This is an optimization exercise on Yosys and OpenROAD, whose aim is small area, not a production implementation. Function was checked by simulation only, so behaviour that the tests miss may differ from the original. No activity file was given, so power comes from the tool's default toggle rates.

==> flow/design.v <==
module pc_ctrl_dmem #(
    parameter logic [31:0] PC_RESET = 32'h0000_0000
) (
    input  logic        clock,
    input  logic        reset,
    input  logic [31:0] nextPC,
    output logic [31:0] pc,
    input  logic [5:0]  opcode,
    input  logic [5:0]  funct,
    output logic [2:0]  ALUOp,
    output logic        ALUSrc,
    output logic        RegDst,
    output logic        RegWrite,
    output logic        MemtoReg,
    output logic        MemRead,
    output logic        MemWrite,
    output logic        Branch,
    output logic        Jump,
    input  logic [31:0] Address,
    input  logic [31:0] WriteData,
    output logic [31:0] ReadData
);
    localparam int NP = 32;      
    logic [31:0]   r_pc;
    logic [31:0]   r_mem_h [0:NP-1];
    logic [31:0]   r_mem_t [0:NP-1];
    logic [NP-1:0] r_valid_h;
    logic [NP-1:0] r_valid_t;
    logic          r_pol_h;
    logic          r_pol_t;
    logic          r_pend_we;
    logic [5:0]    r_pend_index;
    logic [31:0]   r_pend_data;    
    logic [10:0]   w_ctrl;
    logic          w_re;
    logic          w_we;
    logic [5:0]    w_index;
    logic [4:0]    w_pair;
    logic          w_head;
    logic          w_in_h;
    logic          w_direct;
    logic          w_defer;
    logic          w_commit;
    logic          w_fwd;
    logic          w_pol;
    logic [NP-1:0] w_pair_dec;
    logic [NP-1:0] w_pend_dec;
    logic [NP-1:0] w_set_d;        
    logic [NP-1:0] w_set_p;        
    logic [NP-1:0] w_keep;         
    logic [NP-1:0] w_vh_next;
    logic [NP-1:0] w_vt_next;
    logic [31:0]   w_wd_x;         
    logic [31:0]   w_pd_x;         
    logic [63:0]   w_rsel;
    logic [63:0]   w_rcol [0:31];
    logic [31:0]   w_tree;
    logic          w_pol_en;
    assign w_re    = w_ctrl[3];
    assign w_we    = w_ctrl[2];
    assign w_index = Address[7:2];
    assign w_pair  = w_index[5:1];
    assign w_head  = r_pol_h ^ r_pol_t;
    assign w_in_h  = (w_index[0] == w_head);
    always_ff @(posedge clock or negedge reset) begin
        if (!reset) begin
            r_pc <= PC_RESET;
        end else begin
            r_pc <= nextPC;
        end
    end
    always_comb begin
        w_ctrl = 11'b000_0000_0000;
        case (opcode)
            6'b000000: begin
                if (funct == 6'b001000) begin
                    w_ctrl = 11'b010_0_0_0_0_0_0_0_1;    
                end else begin
                    w_ctrl = 11'b010_0_1_1_0_0_0_0_0;    
                end
            end
            6'b001000: w_ctrl = 11'b000_1_0_1_0_0_0_0_0;  
            6'b001100: w_ctrl = 11'b011_1_0_1_0_0_0_0_0;  
            6'b001101: w_ctrl = 11'b100_1_0_1_0_0_0_0_0;  
            6'b001010: w_ctrl = 11'b101_1_0_1_0_0_0_0_0;  
            6'b100011: w_ctrl = 11'b000_1_0_1_1_1_0_0_0;  
            6'b101011: w_ctrl = 11'b000_1_0_0_0_0_1_0_0;  
            6'b000100: w_ctrl = 11'b001_0_0_0_0_0_0_1_0;  
            6'b000010: w_ctrl = 11'b111_0_0_0_0_0_0_0_1;  
            default:   w_ctrl = 11'b000_0000_0000;
        endcase
    end
    always_ff @(posedge clock or negedge reset) begin
        if (!reset) begin
            r_pol_h <= 1'b0;
            r_pol_t <= 1'b0;
        end else begin
            r_pol_h <= ~r_pol_t;
            r_pol_t <= r_pol_h;
        end
    end
    assign w_direct = w_we & ~w_in_h;
    assign w_defer  = w_we & w_in_h;
    assign w_commit = r_pend_we & ~(w_direct & (w_pair == r_pend_index[5:1]));
    always_ff @(posedge clock or negedge reset) begin
        if (!reset) begin
            r_pend_we <= 1'b0;
        end else begin
            r_pend_we <= w_defer;
        end
    end
    always_ff @(posedge clock) begin
        r_pend_index <= w_index;
        r_pend_data  <= WriteData ^ {32{r_pol_h}};
    end
    always_comb begin
        for (int p = 0; p < NP; p++) begin
            w_pair_dec[p] = (w_pair == 5'(p));
            w_pend_dec[p] = (r_pend_index[5:1] == 5'(p));
        end
    end
    for (genvar p = 0; p < NP; p++) begin : g_ctl
        pcd_pair_ctl u_ctl (
            .dec    (w_pair_dec[p]),
            .pdec   (w_pend_dec[p]),
            .direct (w_direct),
            .commit (w_commit),
            .defer  (w_defer),
            .rd_h   (w_re & w_in_h),
            .rd_t   (w_re & ~w_in_h),
            .vh     (r_valid_h[p]),
            .vt     (r_valid_t[p]),
            .set_d  (w_set_d[p]),
            .set_p  (w_set_p[p]),
            .keep   (w_keep[p]),
            .vh_next(w_vh_next[p]),
            .vt_next(w_vt_next[p]),
            .rsel_h (w_rsel[2*p]),
            .rsel_t (w_rsel[2*p+1])
        );
    end
    assign w_wd_x  = WriteData ^ {32{r_pol_t}};
    assign w_pd_x  = r_pend_data;
    always_ff @(posedge clock or negedge reset) begin
        if (!reset) begin
            r_valid_h <= '0;
            r_valid_t <= '0;
        end else begin
            r_valid_h <= w_vh_next;
            r_valid_t <= w_vt_next;
        end
    end
    for (genvar p = 0; p < NP; p++) begin : g_pair
        logic [31:0] w_next_h;
        for (genvar b = 0; b < 32; b++) begin : g_bit
            pcd_aoi222 u_in (
                .a1(w_keep[p]),  .a2(r_mem_t[p][b]),
                .b1(w_set_d[p]), .b2(w_wd_x[b]),
                .c1(w_set_p[p]), .c2(w_pd_x[b]),
                .y (w_next_h[b])
            );
        end
        always_ff @(posedge clock) begin
            r_mem_h[p] <= w_next_h;
            r_mem_t[p] <= r_mem_h[p];
        end
    end
    assign w_fwd = w_re & r_pend_we & (r_pend_index == w_index);
    assign w_pol = w_in_h ? r_pol_h : r_pol_t;
    assign w_pol_en = w_pol & (w_fwd | (|w_rsel));
    for (genvar b = 0; b < 32; b++) begin : g_rd
        for (genvar p = 0; p < NP; p++) begin : g_col
            assign w_rcol[b][2*p]   = r_mem_h[p][b];
            assign w_rcol[b][2*p+1] = r_mem_t[p][b];
        end
        pcd_rd_bit u_rd (
            .sel (w_rsel),
            .q   (w_rcol[b]),
            .fsel(w_fwd),
            .fq  (w_pd_x[b]),
            .d   (w_tree[b])
        );
    end
    for (genvar b = 0; b < 32; b++) begin : g_out
        pcd_xor2 u_out (.a(w_tree[b]), .b(w_pol_en), .y(ReadData[b]));
    end
    assign pc       = r_pc;
    assign ALUOp    = w_ctrl[10:8];
    assign ALUSrc   = w_ctrl[7];
    assign RegDst   = w_ctrl[6];
    assign RegWrite = w_ctrl[5];
    assign MemtoReg = w_ctrl[4];
    assign MemRead  = w_ctrl[3];
    assign MemWrite = w_ctrl[2];
    assign Branch   = w_ctrl[1];
    assign Jump     = w_ctrl[0];
endmodule
module pcd_pair_ctl (
    input  logic dec,        
    input  logic pdec,       
    input  logic direct,     
    input  logic commit,     
    input  logic defer,      
    input  logic rd_h,       
    input  logic rd_t,       
    input  logic vh,
    input  logic vt,
    output logic set_d,
    output logic set_p,
    output logic keep,
    output logic vh_next,
    output logic vt_next,
    output logic rsel_h,
    output logic rsel_t
);
    pcd_and2 u_set_d (.a(dec), .b(direct), .y(set_d));
    pcd_and2 u_set_p (.a(pdec), .b(commit), .y(set_p));
    pcd_nor2 u_keep (.a(set_d), .b(set_p), .y(keep));
    assign vh_next = ~keep | vt;
    assign vt_next = vh & ~(dec & defer);
    pcd_and3 u_rsel_h (.a(dec), .b(rd_h), .c(vh), .y(rsel_h));
    pcd_and3 u_rsel_t (.a(dec), .b(rd_t), .c(vt), .y(rsel_t));
endmodule
module pcd_and2 (
    input  logic a, b,
    output logic y
);
    assign y = a & b;
endmodule
module pcd_and3 (
    input  logic a, b, c,
    output logic y
);
    assign y = a & b & c;
endmodule
module pcd_xor2 (
    input  logic a, b,
    output logic y
);
    assign y = a ^ b;
endmodule
module pcd_rd_bit (
    input  logic [63:0] sel,
    input  logic [63:0] q,
    input  logic        fsel,
    input  logic        fq,
    output logic        d
);
    logic [22:0] w_n;      
    logic [5:0]  w_p;      
    logic [2:0]  w_m;      
    for (genvar k = 0; k < 21; k++) begin : g_aoi
        pcd_aoi222 u_aoi (
            .a1(sel[3*k]),   .a2(q[3*k]),
            .b1(sel[3*k+1]), .b2(q[3*k+1]),
            .c1(sel[3*k+2]), .c2(q[3*k+2]),
            .y (w_n[k])
        );
    end
    pcd_nand2 u_last (.a(sel[63]), .b(q[63]), .y(w_n[21]));
    pcd_nand2 u_fwd  (.a(fsel),    .b(fq),    .y(w_n[22]));
    for (genvar k = 0; k < 5; k++) begin : g_nand
        pcd_nand4 u_nand (.a(w_n[4*k]), .b(w_n[4*k+1]), .c(w_n[4*k+2]), .d(w_n[4*k+3]),
                          .y(w_p[k]));
    end
    pcd_nand3 u_nand5 (.a(w_n[20]), .b(w_n[21]), .c(w_n[22]), .y(w_p[5]));
    for (genvar k = 0; k < 3; k++) begin : g_nor
        pcd_nor2 u_nor (.a(w_p[2*k]), .b(w_p[2*k+1]), .y(w_m[k]));
    end
    pcd_nand3 u_out (.a(w_m[0]), .b(w_m[1]), .c(w_m[2]), .y(d));
endmodule
module pcd_aoi222 (
    input  logic a1, a2, b1, b2, c1, c2,
    output logic y
);
    assign y = ~((a1 & a2) | (b1 & b2) | (c1 & c2));
endmodule
module pcd_nand2 (
    input  logic a, b,
    output logic y
);
    assign y = ~(a & b);
endmodule
module pcd_nand3 (
    input  logic a, b, c,
    output logic y
);
    assign y = ~(a & b & c);
endmodule
module pcd_nand4 (
    input  logic a, b, c, d,
    output logic y
);
    assign y = ~(a & b & c & d);
endmodule
module pcd_nor2 (
    input  logic a, b,
    output logic y
);
    assign y = ~(a | b);
endmodule
==> flow/config.mk <==
export PLATFORM = sky130hd
export DESIGN_NAME = pc_ctrl_dmem
export DESIGN_NICKNAME = pc_ctrl_dmem
export VERILOG_FILES = /design/flow/design.v
export SDC_FILE = /design/flow/constraint.sdc
export NUM_CORES = 4
export LEC_CHECK = 0
export CAP_MARGIN = 10
export CORE_MARGIN = 2
export CORE_UTILIZATION = 68
export SETUP_SLACK_MARGIN = 0.1
export SLEW_MARGIN = 10
export SYNTH_HIERARCHICAL = 1
export SYNTH_MINIMUM_KEEP_SIZE = 0
==> flow/constraint.sdc <==
create_clock -name core_clock -period 8.0 [get_ports {clock}]
set_input_delay 1.6000 -clock core_clock [delete_from_list [all_inputs] [get_ports {clock}]]
set_output_delay 1.6000 -clock core_clock [all_outputs]
set_load 0.01 [all_outputs]
standard.sh (not shown) runs the stock make flow with config.mk's settings and CLKGATE_MAP_FILE= SYNTH_SCRIPT=/design/flow/synth_recipe.tcl, a recipe that flattens the netlist after the stock synthesis.
==> flow/flow/run.sh <==
#!/bin/bash
# The standard layout (standard.sh: ORFS synth..finish, unchanged
# synthesis) with two changes:
#  - clock tree: large leaf clusters on clkbuf_16 and no dummy loads
#  - port buffers: buf_2 instead of the default choice
# All tool output goes to standard.log in this folder.
set -o pipefail
export CTS_ARGS="-sink_clustering_enable -repair_clock_nets -buf_list sky130_fd_sc_hd__clkbuf_16 -sink_clustering_size 28 -sink_clustering_max_diameter 70 -dont_use_dummy_load"
export BUFFER_PORTS_ARGS="-buffer_cell sky130_fd_sc_hd__buf_2"
bash standard.sh > standard.log 2>&1
Next try:
CORE_UTILIZATION = 65   (was 68)
Effect: Clock skew is higher by 12 ps. Synthesized cell count does not change. Power goes up by 1.9%.
Next try:
CORE_UTILIZATION = 60   (was 65)
SETUP_SLACK_MARGIN = unset   (was 0.1)
=> The new run finished with timing, DRC and antenna clean; worst setup slack is worse by 160 ps; utilization came out lower by 5.6 points; synthesized area stays the same; global-route usage came out lower by 2.8 points.
Next try:
--- a/flow/flow/run.sh
+++ b/flow/flow/run.sh
@@ -8 +8 @@
-export CTS_ARGS="-sink_clustering_enable -repair_clock_nets -buf_list sky130_fd_sc_hd__clkbuf_16 -sink_clustering_size 28 -sink_clustering_max_diameter 70 -dont_use_dummy_load"
+export CTS_ARGS="-sink_clustering_enable -repair_clock_nets -buf_list sky130_fd_sc_hd__clkbuf_16 -sink_clustering_size 30 -sink_clustering_max_diameter 60 -dont_use_dummy_load"
CORE_UTILIZATION = 65   (was 60)
SETUP_SLACK_MARGIN = 0.1   (was unset)
After rerunning:
- synthesized area stays the same
- cell area climbs by 0.78%
- synthesized cell count stays the same

==> afterwards: timing with drivers on the ports <==
In the flow no input, the clock included, has a driving cell. The finished layouts below were timed again as built, in two steps. Step 1 assumes that a clkbuf_16 drives the clock port and a buf_2 every other input. Step 2 times the ports against the registers' clock, not the clock port: input delays grow and output delays shrink by t, the midpoint of the rising clock arrivals with the driver on. Three values: no drivers, after step 1, after step 2; two values: the first two.
| run | t, ns | slack for setup (ns) | worst hold slack (ns) |
|---|---|---|---|
| the first run | 0.782 | 0.366 / 0.272 / 0.272 | 0.327 / 0.327 / 0.327 |
| the second run | 0.796 | 0.413 / 0.364 / 0.364 | 0.313 / 0.313 / 0.313 |
| the third run | 0.800 | 0.253 / 0.233 / 0.233 | 0.308 / 0.308 / 0.308 |
| the fourth run | 0.831 | 0.468 / 0.449 / 0.449 | 0.309 / 0.309 / 0.309 |
After both steps setup and hold are still met in every run listed. For the first run, which loses most, drivers alone change the setup slack by -0.094 ns; drivers and shift together by -0.094 ns.
